This design comes from an exercise in tuning for small area, a short achievable clock period and few clock cycles per item on the open sky130 flow, not from production work.
Power and IR drop assume default switching activity.

Setup of build 38:
==> module stream_reader_top, before the edit <==
module stream_reader_top (
    input  logic          clk_i,
    input  logic          rst_ni,
    input  logic          start_i,
    input  logic [255:0]  lane_cfg_i,
    output logic          done_o,
    output logic [31:0]   ar_addr_o,
    output logic          ar_valid_o,
    input  logic          ar_ready_i,
    input  logic [63:0]   r_data_i,
    input  logic          r_valid_i,
    output logic          r_ready_o,
    output logic [127:0]  data_o,
    output logic [3:0]    valid_o,
    input  logic [3:0]    ready_i
);
    localparam int unsigned NL    = stream_pkg::NODE_NUM;
    localparam int unsigned TRK_D = stream_pkg::MAX_OUTSTANDING;
    localparam int unsigned PTR_W = $clog2(TRK_D);
    logic        run_q;
    logic        issued_q;    
    logic [NL-1:0] nxt_q;     
    logic [31:2] addr_q;      
    logic [16:0] rem_q;       
    logic [15:2] step_q;      
    logic        s4_q;        
    logic        first_q;     
    logic        trk_empty;
    logic [31:2] nxt_base;
    logic [15:0] nxt_size;
    logic [15:2] nxt_stride;
    logic        nxt_s4;
    logic        reading;
    logic        lane_end;
    logic        lane_load;
    logic        two;
    logic        ar_take;
    logic        trk_full_q;
    logic        drained;
    always_comb begin
        nxt_base   = '0;
        nxt_size   = '0;
        nxt_stride = '0;
        for (int l = 0; l < NL; l++) begin
            if (nxt_q[l]) begin
                nxt_base   = nxt_base   | lane_cfg_i[64*l+34 +: 30];
                nxt_size   = nxt_size   | lane_cfg_i[64*l+16 +: 16];
                nxt_stride = nxt_stride | lane_cfg_i[64*l+2 +: 14];
            end
        end
    end
    assign nxt_s4 = (nxt_stride == 14'd1);
    assign reading   = run_q && !issued_q;
    assign lane_end  = rem_q[16];
    assign lane_load = start_i || (reading && lane_end && !nxt_q[0]);
    assign two = s4_q && !addr_q[2] && (rem_q[15:2] != '0);
    logic [14:0] addr_lo_sum;
    logic [31:16] addr_hi_inc;
    logic [31:2] addr_step;
    assign addr_lo_sum = {1'b0, addr_q[15:2]} + {1'b0, step_q};
    assign addr_hi_inc = addr_q[31:16] + 1'b1;
    assign addr_step   = {addr_lo_sum[14] ? addr_hi_inc : addr_q[31:16], addr_lo_sum[13:0]};
    assign ar_valid_o = reading && !lane_end && !trk_full_q;
    assign ar_addr_o  = {addr_q[31:3], 3'b000};
    assign ar_take    = ar_valid_o && ar_ready_i;
    assign drained    = issued_q && trk_empty;
    assign done_o     = !run_q || drained;
    always_ff @(posedge clk_i or negedge rst_ni) begin
        if (!rst_ni) begin
            run_q    <= 1'b0;
            issued_q <= 1'b0;
            nxt_q    <= {{(NL-1){1'b0}}, 1'b1};
        end else begin
            if (start_i) begin
                run_q <= 1'b1;
            end else if (drained) begin
                run_q <= 1'b0;
            end
            if (lane_load) begin
                nxt_q    <= {nxt_q[NL-2:0], nxt_q[NL-1]};
                issued_q <= 1'b0;
            end else if (reading && lane_end) begin
                issued_q <= 1'b1;
            end
        end
    end
    always_ff @(posedge clk_i) begin
        if (lane_load) begin
            addr_q  <= nxt_base;
            rem_q   <= {1'b0, nxt_size} - 17'd1;
            first_q <= 1'b1;
            s4_q   <= nxt_s4;
            step_q <= nxt_s4 ? (nxt_base[2] ? 14'd1 : 14'd2) : nxt_stride;
        end else if (ar_take) begin
            addr_q  <= addr_step;
            first_q <= 1'b0;
            rem_q  <= rem_q - {1'b0, step_q, 2'b00};
            if (s4_q) begin
                step_q <= 14'd2;
            end
        end
    end
    logic [1:0]       ring_q [TRK_D];
    logic [PTR_W-1:0] wr_q;
    logic [PTR_W-1:0] rd_q;
    logic             head_v;
    logic             ring_empty;
    logic [PTR_W-1:0] ring_cnt;
    logic [1:0]       rl_q;       
    logic [NL-1:0]    sel_q;
    logic             half_q;
    logic             even_q;     
    logic             last_q;
    logic [1:0]       entry;
    logic [1:0]       load;
    logic [NL-1:0]    lane_s4;
    logic [NL-1:0]    lane_odd;
    logic [NL-1:0]    has_words;
    logic [1:0]       load_lane;
    logic [NL-1:0]    pop_sel;
    logic             take;
    logic             pop;
    logic             to_head;
    logic             from_ring;
    assign entry     = {first_q, s4_q ? two : addr_q[2]};
    assign head_v     = |sel_q;
    assign trk_empty  = !head_v;
    assign ring_cnt   = wr_q - rd_q;
    assign ring_empty = (ring_cnt == '0);
    assign pop_sel = last_q ? sel_q : '0;
    assign take    = r_valid_i && |(ready_i & sel_q);
    assign pop     = r_valid_i && |(ready_i & pop_sel);
    assign to_head   = ar_take && (!head_v || (ring_empty && pop));
    assign from_ring = pop && !ring_empty;
    assign load      = from_ring ? ring_q[rd_q] : entry;
    always_ff @(posedge clk_i) begin
        for (int l = 0; l < NL; l++) begin
            if (lane_load && nxt_q[l]) begin
                has_words[l] <= (nxt_size != '0);
                lane_s4[l]   <= nxt_s4;
            end
        end
    end
    for (genvar l = 0; l < NL; l++) begin : g_odd
        assign lane_odd[l] = lane_cfg_i[64*l+34];
    end
    always_comb begin
        load_lane = rl_q;
        if (load[1]) begin
            if (has_words[2'(rl_q + 2'd1)]) begin
                load_lane = rl_q + 2'd1;
            end else if (has_words[2'(rl_q + 2'd2)]) begin
                load_lane = rl_q + 2'd2;
            end else if (has_words[2'(rl_q + 2'd3)]) begin
                load_lane = rl_q + 2'd3;
            end
        end
    end
    always_ff @(posedge clk_i) begin
        ring_q[wr_q] <= entry;
    end
    always_ff @(posedge clk_i or negedge rst_ni) begin
        if (!rst_ni) begin
            wr_q       <= '0;
            rd_q       <= '0;
            rl_q       <= 2'(NL - 1);
            sel_q      <= '0;
            trk_full_q <= 1'b0;
            half_q     <= 1'b0;
            even_q     <= 1'b1;
            last_q     <= 1'b0;
        end else begin
            if (ar_take && !to_head) begin
                wr_q <= wr_q + 1'b1;
            end
            if (from_ring) begin
                rd_q <= rd_q + 1'b1;
            end
            trk_full_q <= !pop && (trk_full_q || (ar_take && head_v && 32'(ring_cnt) == TRK_D - 2));
            if (start_i) begin
                rl_q <= 2'(NL - 1);
            end else if (to_head || from_ring) begin
                rl_q <= load_lane;
            end
            if (to_head || from_ring) begin
                for (int l = 0; l < NL; l++) begin
                    sel_q[l] <= (load_lane == 2'(l));
                end
                if (lane_s4[load_lane]) begin
                    half_q <= load[1] && lane_odd[load_lane];
                    even_q <= !(load[1] && lane_odd[load_lane]);
                    last_q <= !load[0];
                end else begin
                    half_q <= load[0];
                    even_q <= !load[0];
                    last_q <= 1'b1;
                end
            end else if (pop) begin
                sel_q  <= '0;
            end else if (take) begin
                half_q <= 1'b1;
                even_q <= 1'b0;
                last_q <= 1'b1;
            end
        end
    end
    assign r_ready_o = pop;
    for (genvar l = 0; l < NL; l++) begin : g_lane
        assign valid_o[l]         = r_valid_i && sel_q[l];
        assign data_o[32*l +: 32] = ({32{half_q}} & r_data_i[63:32]) | ({32{even_q}} & r_data_i[31:0]);
    end
endmodule
Settings: LEC_CHECK=0, CAP_MARGIN=20, CORE_MARGIN=2, CORE_UTILIZATION=40, SETUP_SLACK_MARGIN=2.7, SLEW_MARGIN=20; clock period 5.5 ns.
standard.sh (not shown) runs the stock make flow with config.mk's settings and CLKGATE_MAP_FILE= SYNTH_SCRIPT=/design/flow/synth_recipe.tcl, a recipe that flattens the netlist after the stock synthesis.
==> flow/flow/run.sh <==
#!/bin/bash
# Standard layout, with the smallest plain buffer on every port and a
# clock tree of mid-size buffers without dummy loads
set -o pipefail
export BUFFER_PORTS_ARGS="-buffer_cell sky130_fd_sc_hd__buf_1"
export CTS_ARGS="-sink_clustering_enable -repair_clock_nets -dont_use_dummy_load -buf_list {sky130_fd_sc_hd__clkbuf_4 sky130_fd_sc_hd__clkbuf_8}"
bash standard.sh > standard.log 2>&1
The inputs of trial 49 differ from those of build 38 as listed below.
--- a/flow/design.v
+++ b/flow/design.v
@@ -402,13 +402,13 @@
     logic             to_head;
     logic             from_ring;
     assign entry     = {first_q, s4_q ? two : addr_q[2]};
     assign head_v     = |sel_q;
     assign trk_empty  = !head_v;
     assign ring_cnt   = wr_q - rd_q;
-    assign ring_empty = (ring_cnt == '0);
+    assign ring_empty = (wr_q == rd_q);
     assign pop_sel = last_q ? sel_q : '0;
     assign take    = r_valid_i && |(ready_i & sel_q);
     assign pop     = r_valid_i && |(ready_i & pop_sel);
     assign to_head   = ar_take && (!head_v || (ring_empty && pop));
     assign from_ring = pop && !ring_empty;
     assign load      = from_ring ? ring_q[rd_q] : entry;
### Flow results
Trial 49 has more setup slack than build 38. Average via count per standard cell of trial 49 falls short of that of build 38 slightly. Compared to build 38, trial 49 has clock skew 20 ps lower. Diff build 38 -> trial 49: insertion delay to the later sink of the worst-skew pair did not really move; met3 usage in global routing decreased by 7.0 points relative to the old numbers; final non-filler cell area rose by 1.9%; switching portion of total power went up 4.8 points; first-pass GRT wire length now smaller. Looking only at final non-filler cell total, and setting everything else aside, the lower value of build 38 and trial 49 goes to trial 49. Trial 49: flow completed, timing, DRC and antenna clean. Portion of the layout cell area used by clock cells: build 38 vs trial 49 — no meaningful difference. Status: hold slack parity (build 38, trial 49).
No functional check of the RTL was part of any run of this note.

== maple ==
stream_reader_top, a different RTL version from the one above (not shown whole).
Size in the first run: about 500 I/O pins, ~10000 µm² of cells after synthesis.
==> module stream_reader_top, before the edit <==
module stream_reader_top (
    input  logic          clk_i,
    input  logic          rst_ni,
    input  logic          start_i,
    input  logic [255:0]  lane_cfg_i,
    output logic          done_o,
    output logic [31:0]   ar_addr_o,
    output logic          ar_valid_o,
    input  logic          ar_ready_i,
    input  logic [63:0]   r_data_i,
    input  logic          r_valid_i,
    output logic          r_ready_o,
    output logic [127:0]  data_o,
    output logic [3:0]    valid_o,
    input  logic [3:0]    ready_i
);
    localparam int unsigned NL    = stream_pkg::NODE_NUM;
    localparam int unsigned TRK_D = stream_pkg::MAX_OUTSTANDING;
    localparam int unsigned PTR_W = $clog2(TRK_D);
    logic        run_q;
    logic        issued_q;    
    logic [1:0]  nxt_q;       
    logic [31:2] addr_q;      
    logic [16:0] rem_q;       
    logic [15:2] step_q;      
    logic        s4_q;        
    logic        first_q;     
    logic        trk_empty;
    logic [31:2] nxt_base;
    logic [15:0] nxt_size;
    logic [15:2] nxt_stride;
    logic        nxt_s4;
    logic        reading;
    logic        lane_end;
    logic        lane_load;
    logic        two;
    logic        ar_take;
    logic        trk_full_q;
    logic        drained;
    always_comb begin
        nxt_base   = lane_cfg_i[64*nxt_q+34 +: 30];
        nxt_size   = lane_cfg_i[64*nxt_q+16 +: 16];
        nxt_stride = lane_cfg_i[64*nxt_q+2 +: 14];
    end
    assign nxt_s4 = (nxt_stride == 14'd1);
    assign reading   = run_q && !issued_q;
    assign lane_end  = rem_q[16];
    assign lane_load = start_i || (reading && lane_end && nxt_q != '0);
    assign two = s4_q && !addr_q[2] && (rem_q[15:2] != '0);
    logic [14:0] addr_lo_sum;
    logic [31:16] addr_hi_inc;
    logic [31:2] addr_step;
    assign addr_lo_sum = {1'b0, addr_q[15:2]} + {1'b0, step_q};
    assign addr_hi_inc = addr_q[31:16] + 1'b1;
    assign addr_step   = {addr_lo_sum[14] ? addr_hi_inc : addr_q[31:16], addr_lo_sum[13:0]};
    assign ar_valid_o = reading && !lane_end && !trk_full_q;
    assign ar_addr_o  = {addr_q[31:3], 3'b000};
    assign ar_take    = ar_valid_o && ar_ready_i;
    assign drained    = issued_q && trk_empty;
    assign done_o     = !run_q || drained;
    always_ff @(posedge clk_i or negedge rst_ni) begin
        if (!rst_ni) begin
            run_q    <= 1'b0;
            issued_q <= 1'b0;
            nxt_q    <= '0;
        end else begin
            if (start_i) begin
                run_q <= 1'b1;
            end else if (drained) begin
                run_q <= 1'b0;
            end
            if (lane_load) begin
                nxt_q    <= nxt_q + 1'b1;
                issued_q <= 1'b0;
            end else if (reading && lane_end) begin
                issued_q <= 1'b1;
            end
        end
    end
    always_ff @(posedge clk_i) begin
        if (lane_load) begin
            addr_q  <= nxt_base;
            rem_q   <= {1'b0, nxt_size} - 17'd1;
            first_q <= 1'b1;
            s4_q   <= nxt_s4;
            step_q <= nxt_s4 ? (nxt_base[2] ? 14'd1 : 14'd2) : nxt_stride;
        end else if (ar_take) begin
            addr_q  <= addr_step;
            first_q <= 1'b0;
            rem_q  <= rem_q - {1'b0, step_q, 2'b00};
            if (s4_q) begin
                step_q <= 14'd2;
            end
        end
    end
    logic [1:0]       ring_q [TRK_D];
    logic [PTR_W-1:0] wr_q;
    logic [PTR_W-1:0] rd_q;
    logic             head_v;
    logic             ring_empty;
    logic [PTR_W-1:0] ring_cnt;
    logic [1:0]       rl_q;       
    logic [NL-1:0]    sel_q;
    logic             half_q;
    logic             last_q;
    logic [1:0]       entry;
    logic [1:0]       load;
    logic [NL-1:0]    lane_s4;
    logic [NL-1:0]    lane_odd;
    logic [NL-1:0]    has_words;
    logic [1:0]       load_lane;
    logic [NL-1:0]    pop_sel;
    logic             take;
    logic             pop;
    logic             to_head;
    logic             from_ring;
    assign entry     = {first_q, s4_q ? two : addr_q[2]};
    assign head_v     = |sel_q;
    assign trk_empty  = !head_v;
    assign ring_cnt   = wr_q - rd_q;
    assign ring_empty = (ring_cnt == '0);
    assign pop_sel = last_q ? sel_q : '0;
    assign take    = r_valid_i && |(ready_i & sel_q);
    assign pop     = r_valid_i && |(ready_i & pop_sel);
    assign to_head   = ar_take && (!head_v || (ring_empty && pop));
    assign from_ring = pop && !ring_empty;
    assign load      = from_ring ? ring_q[rd_q] : entry;
    always_ff @(posedge clk_i) begin
        for (int l = 0; l < NL; l++) begin
            if (lane_load && nxt_q == 2'(l)) begin
                has_words[l] <= (nxt_size != '0);
                lane_s4[l]   <= nxt_s4;
            end
        end
    end
    for (genvar l = 0; l < NL; l++) begin : g_odd
        assign lane_odd[l] = lane_cfg_i[64*l+34];
    end
    always_comb begin
        load_lane = rl_q;
        if (load[1]) begin
            if (has_words[2'(rl_q + 2'd1)]) begin
                load_lane = rl_q + 2'd1;
            end else if (has_words[2'(rl_q + 2'd2)]) begin
                load_lane = rl_q + 2'd2;
            end else if (has_words[2'(rl_q + 2'd3)]) begin
                load_lane = rl_q + 2'd3;
            end
        end
    end
    always_ff @(posedge clk_i) begin
        ring_q[wr_q] <= entry;
    end
    always_ff @(posedge clk_i or negedge rst_ni) begin
        if (!rst_ni) begin
            wr_q       <= '0;
            rd_q       <= '0;
            rl_q       <= 2'(NL - 1);
            sel_q      <= '0;
            trk_full_q <= 1'b0;
            half_q     <= 1'b0;
            last_q     <= 1'b0;
        end else begin
            if (ar_take && !to_head) begin
                wr_q <= wr_q + 1'b1;
            end
            if (from_ring) begin
                rd_q <= rd_q + 1'b1;
            end
            trk_full_q <= !pop && (trk_full_q || (ar_take && head_v && 32'(ring_cnt) == TRK_D - 2));
            if (start_i) begin
                rl_q <= 2'(NL - 1);
            end else if (to_head || from_ring) begin
                rl_q <= load_lane;
            end
            if (to_head || from_ring) begin
                for (int l = 0; l < NL; l++) begin
                    sel_q[l] <= (load_lane == 2'(l));
                end
                if (lane_s4[load_lane]) begin
                    half_q <= load[1] && lane_odd[load_lane];
                    last_q <= !load[0];
                end else begin
                    half_q <= load[0];
                    last_q <= 1'b1;
                end
            end else if (pop) begin
                sel_q  <= '0;
            end else if (take) begin
                half_q <= 1'b1;
                last_q <= 1'b1;
            end
        end
    end
    assign r_ready_o = pop;
    for (genvar l = 0; l < NL; l++) begin : g_lane
        assign valid_o[l]         = r_valid_i && sel_q[l];
        assign data_o[32*l +: 32] = half_q ? r_data_i[63:32] : r_data_i[31:0];
    end
endmodule
clock: 5.5 ns
lec_check: 0
cap_margin: 20
core_margin: 2
core_utilization: 40
setup_slack_margin: 2.5
slew_margin: 20
Scripts as last shown in full above: flow/flow/run.sh
The following lists how cedar was set up differently from maple:
-- flow/design.v --
<<< maple, line 327
    assign lane_load = start_i || (reading && lane_end && nxt_q != '0);
    assign two = s4_q && !addr_q[2] && (rem_q[15:2] != '0);
    logic [14:0] addr_lo_sum;
    logic [31:16] addr_hi_inc;
    logic [31:2] addr_step;
    assign addr_lo_sum = {1'b0, addr_q[15:2]} + {1'b0, step_q};
    assign addr_hi_inc = addr_q[31:16] + 1'b1;
    assign addr_step   = {addr_lo_sum[14] ? addr_hi_inc : addr_q[31:16], addr_lo_sum[13:0]};
    assign ar_valid_o = reading && !lane_end && !trk_full_q;
    assign ar_addr_o  = {addr_q[31:3], 3'b000};
>>> cedar, line 327
    assign lane_load = start_i || (reading && lane_end && nxt_q != '0);
    assign two = s4_q && !addr_q[2] && (rem_q[15:2] != '0);
    assign ar_valid_o = reading && !lane_end && !trk_full_q;
    assign ar_addr_o  = {addr_q[31:3], 3'b000};
<<< maple, line 365
            step_q <= nxt_s4 ? (nxt_base[2] ? 14'd1 : 14'd2) : nxt_stride;
        end else if (ar_take) begin
            addr_q  <= addr_step;
            first_q <= 1'b0;
            rem_q  <= rem_q - {1'b0, step_q, 2'b00};
>>> cedar, line 359
            step_q <= nxt_s4 ? (nxt_base[2] ? 14'd1 : 14'd2) : nxt_stride;
        end else if (ar_take) begin
            addr_q  <= addr_q + {16'b0, step_q};
            first_q <= 1'b0;
            rem_q  <= rem_q - {1'b0, step_q, 2'b00};
<<< maple, line 376
    logic [PTR_W-1:0] wr_q;
    logic [PTR_W-1:0] rd_q;
    logic             head_v;
    logic             ring_empty;
    logic [PTR_W-1:0] ring_cnt;
    logic [1:0]       rl_q;       
    logic [NL-1:0]    sel_q;
>>> cedar, line 370
    logic [PTR_W-1:0] wr_q;
    logic [PTR_W-1:0] rd_q;
    logic [PTR_W:0]   cnt_q;
    logic [1:0]       rl_q;       
    logic [NL-1:0]    sel_q;
<<< maple, line 395
    logic             from_ring;
    assign entry     = {first_q, s4_q ? two : addr_q[2]};
    assign head_v     = |sel_q;
    assign trk_empty  = !head_v;
    assign ring_cnt   = wr_q - rd_q;
    assign ring_empty = (ring_cnt == '0);
    assign pop_sel = last_q ? sel_q : '0;
    assign take    = r_valid_i && |(ready_i & sel_q);
    assign pop     = r_valid_i && |(ready_i & pop_sel);
    assign to_head   = ar_take && (!head_v || (ring_empty && pop));
    assign from_ring = pop && !ring_empty;
    assign load      = from_ring ? ring_q[rd_q] : entry;
    always_ff @(posedge clk_i) begin
>>> cedar, line 387
    logic             from_ring;
    assign entry     = {first_q, s4_q ? two : addr_q[2]};
    assign trk_empty = (cnt_q == '0);
    assign pop_sel = last_q ? sel_q : '0;
    assign take    = r_valid_i && |(ready_i & sel_q);
    assign pop     = r_valid_i && |(ready_i & pop_sel);
    assign to_head   = ar_take && ((cnt_q == '0) || ((cnt_q == 1) && pop));
    assign from_ring = pop && (cnt_q > 1);
    assign load      = from_ring ? ring_q[rd_q] : entry;
    always_ff @(posedge clk_i) begin
<<< maple, line 435
            wr_q       <= '0;
            rd_q       <= '0;
            rl_q       <= 2'(NL - 1);
            sel_q      <= '0;
>>> cedar, line 424
            wr_q       <= '0;
            rd_q       <= '0;
            cnt_q      <= '0;
            rl_q       <= 2'(NL - 1);
            sel_q      <= '0;
<<< maple, line 447
                rd_q <= rd_q + 1'b1;
            end
            trk_full_q <= !pop && (trk_full_q || (ar_take && head_v && 32'(ring_cnt) == TRK_D - 2));
            if (start_i) begin
                rl_q <= 2'(NL - 1);
>>> cedar, line 437
                rd_q <= rd_q + 1'b1;
            end
            trk_full_q <= !pop && (trk_full_q || (ar_take && 32'(cnt_q) == TRK_D - 1));
            if (ar_take && !pop) begin
                cnt_q <= cnt_q + 1'b1;
            end else if (!ar_take && pop) begin
                cnt_q <= cnt_q - 1'b1;
            end
            if (start_i) begin
                rl_q <= 2'(NL - 1);
## What came out
Compared with maple, cedar instantiates a larger number of standard cells. Sequential logic power of maple is on par with cedar. Compared with maple, cedar is more frugal on power. In cedar the final core utilization turned out 1.9 points lower than in maple. cedar gives more area of the core than maple did. Per the comparison of cedar with maple, final non-filler cell area rose by about 1.2%; combinational logic power fell by about 3%; minimum clock period after layout fell by 0.18 ns; worst hold slack stayed essentially flat. The die of cedar is larger than the one used in maple. From maple to cedar the numbers moved as follows: portion of the layout cell area used by non-clock buffers fell 1.5 points; share of synthesized area occupied by flip-flops and latches held steady. Looking at count of standard-cell rows, cedar sits 2 above maple. Comparing cedar and maple, the lower setup slack is on maple.
No run of this note included a check of the RTL's function; only the layout flow was run.

[static timing again, ports no longer ideal]
The results above use ideal ports. As a check the final layouts listed here were re-extracted and re-timed, cells and wires unchanged.
Step 1 (the two cells are an assumption about what drives the block):
set clk [get_ports {clk_i}]
set_driving_cell -lib_cell sky130_fd_sc_hd__clkbuf_16 $clk
set_driving_cell -lib_cell sky130_fd_sc_hd__buf_2 [delete_from_list [all_inputs] $clk]
Step 2 times the ports against the registers' clock, not the clock port: input delays grow and output delays shrink by t, the midpoint of the rising clock arrivals with the driver on.
Three values: ideal, step 1, step 2; two values: the first two.
run	shift t [ns]	setup slack, ns	worst setup path after step 2	clock arrival spread, ns
build 38	0.478	2.374 / 2.374 / 2.184	input to register	0.050 / 0.050
trial 49	0.476	2.619 / 2.619 / 2.315	input to register	0.030 / 0.030
maple	0.473	2.337 / 2.352 / 1.880	input to register	0.040 / 0.039
cedar	0.473	2.517 / 2.517 / 2.075	input to register	0.035 / 0.036
After both steps setup and hold are still met in every run listed. The setup slack of maple, which loses most, moves by +0.015 ns with the drivers and by -0.457 ns with both steps.
